From an optimization exercise on the open Yosys and OpenROAD flow, aimed at small area, a short achievable clock period and few clock cycles per item; shortcuts taken in it are not production practice. In this exercise RTL edits were held to simulation tests only and were not proved equivalent to the original.

## e_mdu
module e_mdu (
  input  logic        clk,
  input  logic        reset,
  input  logic        start,
  input  logic [3:0]  md_op,
  input  logic [31:0] rs_val,
  input  logic [31:0] rt_val,
  output logic        busy,
  output logic [31:0] mu_result,
  output logic [31:0] hi,
  output logic [31:0] lo
);
Settings: LEC_CHECK=0, ABC_AREA=1, CAP_MARGIN=20, CORE_MARGIN=2, CORE_UTILIZATION=50, SLEW_MARGIN=20, SYNTH_HIERARCHICAL=1; clock period 110.0 ns.
standard.sh (not shown) runs the stock make flow with config.mk's settings and CLKGATE_MAP_FILE= SYNTH_SCRIPT=/design/flow/synth_recipe.tcl, a recipe that flattens the netlist after the stock synthesis.
==> flow/flow/run.sh <==
#!/bin/bash
# Standard layout, with every port buffered by the smallest plain buffer instead of the
# delay buffer that buffer_ports picks by default, and timing repair aiming for 65 ns of
# setup slack, so that it sizes up the md_op -> mu_result read path (the one path that
# sets the achieved period) instead of stopping at 0 ns.
set -e
export BUFFER_PORTS_ARGS="-buffer_cell sky130_fd_sc_hd__buf_1"
bash standard.sh SETUP_SLACK_MARGIN=65 finish > standard_flow.log 2>&1
Testbench counts at the start, summed over its fixed seeds: cycles 5,606, ops 4,000.
==> next run, changes <==
--- a/flow/design.v
+++ b/flow/design.v
@@ -2536,32 +2536,32 @@
   mdu_fa u_s1220 (.a(k1091), .b(s1092), .c(s967), .s(s1220), .co(k1221));
   mdu_fa u_s1222 (.a(k1093), .b(s1094), .c(s971), .s(s1222), .co(k1223));
   mdu_fa u_s1224 (.a(k1095), .b(s1096), .c(pp16[30]), .s(s1224), .co(k1225));
   mdu_fa u_s1226 (.a(k1097), .b(s1098), .c(pp16[31]), .s(s1226), .co(k1227));
   assign r0 = {k1225, k1223, k1221, k1219, k1217, k1215, k1213, k1211, k1209, k1207, k1205, k1203, k1201, k1199, k1197, k1195, k1193, k1191, k1189, k1187, k1185, k1183, k1181, k1179, k1177, k1175, k1173, k1171, k1169, k1167, k1165, k1163, k1161, k1159, k1157, k1155, k1153, k1151, k1149, k1147, k1145, k1143, k1141, k1139, k1137, k1135, k1133, k1131, k1129, k1127, k1125, k1123, k1121, k1119, k1117, k1115, k1113, k1111, k1109, k1107, k1105, k1103, k1101, s1100};
   assign r1 = {s1226, s1224, s1222, s1220, s1218, s1216, s1214, s1212, s1210, s1208, s1206, s1204, s1202, s1200, s1198, s1196, s1194, s1192, s1190, s1188, s1186, s1184, s1182, s1180, s1178, s1176, s1174, s1172, s1170, s1168, s1166, s1164, s1162, s1160, s1158, s1156, s1154, s1152, s1150, s1148, s1146, s1144, s1142, s1140, s1138, s1136, s1134, s1132, s1130, s1128, s1126, s1124, s1122, s1120, s1118, s1116, s1114, s1112, s1110, s1108, s1106, s1104, s1102, neg[0]};
   logic [64:0] cy;
   assign cy[0] = 1'b0;
-  for (genvar i = 0; i < 44; i++) begin : g_b0
+  for (genvar i = 0; i < 32; i++) begin : g_b0
     assign y[i] = r0[i] ^ r1[i] ^ cy[i];
     assign cy[i+1] = (r0[i] & r1[i]) | (r0[i] & cy[i]) | (r1[i] & cy[i]);
   end
-  logic [64:44] c0_1, c1_1;
-  logic [63:44] s0_1, s1_1;
-  assign c0_1[44] = 1'b0;
-  assign c1_1[44] = 1'b1;
-  for (genvar i = 44; i < 64; i++) begin : g_b1
+  logic [64:32] c0_1, c1_1;
+  logic [63:32] s0_1, s1_1;
+  assign c0_1[32] = 1'b0;
+  assign c1_1[32] = 1'b1;
+  for (genvar i = 32; i < 64; i++) begin : g_b1
     assign s0_1[i] = r0[i] ^ r1[i] ^ c0_1[i];
     assign c0_1[i+1] = (r0[i] & r1[i]) | (r0[i] & c0_1[i]) | (r1[i] & c0_1[i]);
     assign s1_1[i] = r0[i] ^ r1[i] ^ c1_1[i];
     assign c1_1[i+1] = (r0[i] & r1[i]) | (r0[i] & c1_1[i]) | (r1[i] & c1_1[i]);
   end
-  assign y[63:44] = cy[44] ? s1_1 : s0_1;
-  assign cy[64] = cy[44] ? c1_1[64] : c0_1[64];
+  assign y[63:32] = cy[32] ? s1_1 : s0_1;
+  assign cy[64] = cy[32] ? c1_1[64] : c0_1[64];
 endmodule
 module mdu_fa (
   input  logic a,
   input  logic b,
   input  logic c,
   output logic s,
   output logic co
 );
The changed run completed without violations.
Clock skew goes down by 0.0050 ns.
Synthesized area goes up by 1.2%.
Non-clock buffer count goes up by 4.
Core utilization stays flat.
Count of clock-buffer cells in the layout goes down by 1.
Via count goes up by 1.0%.
Register-to-register slack is better by 0.20 ns.
Testbench counts after the change, summed over its fixed seeds: cycles 5,606, ops 4,000.

-- static timing again, ports no longer ideal --
The results above use ideal ports. As a check the final layouts listed here were re-extracted and re-timed, cells and wires unchanged. Step 1 assumes that a clkbuf_16 drives the clock port and a buf_2 every other input. Step 2 moves the port delays by t, midway between the first and last clock arrival at a register: inputs arrive t later, outputs are due t later. That takes back most of the time a late clock gives input paths. Slacks: no drivers / after step 1 / after step 2; pairs: no drivers / after step 1.
run | shift t [ns] | slack for setup (ns) | worst setup path at the end | worst slew at a driven data input, ns | cell pins on the clock port's net
the first run | 0.450 | 65.004 / 64.974 / 64.974 | input to output | 0.13 | 1
the second run | 0.444 | 64.993 / 64.961 / 64.961 | input to output | 0.05 | 1
After both steps setup and hold are still met in every run listed. The setup slack of the second run, which loses most, moves by -0.032 ns with the drivers and by -0.032 ns with both steps.
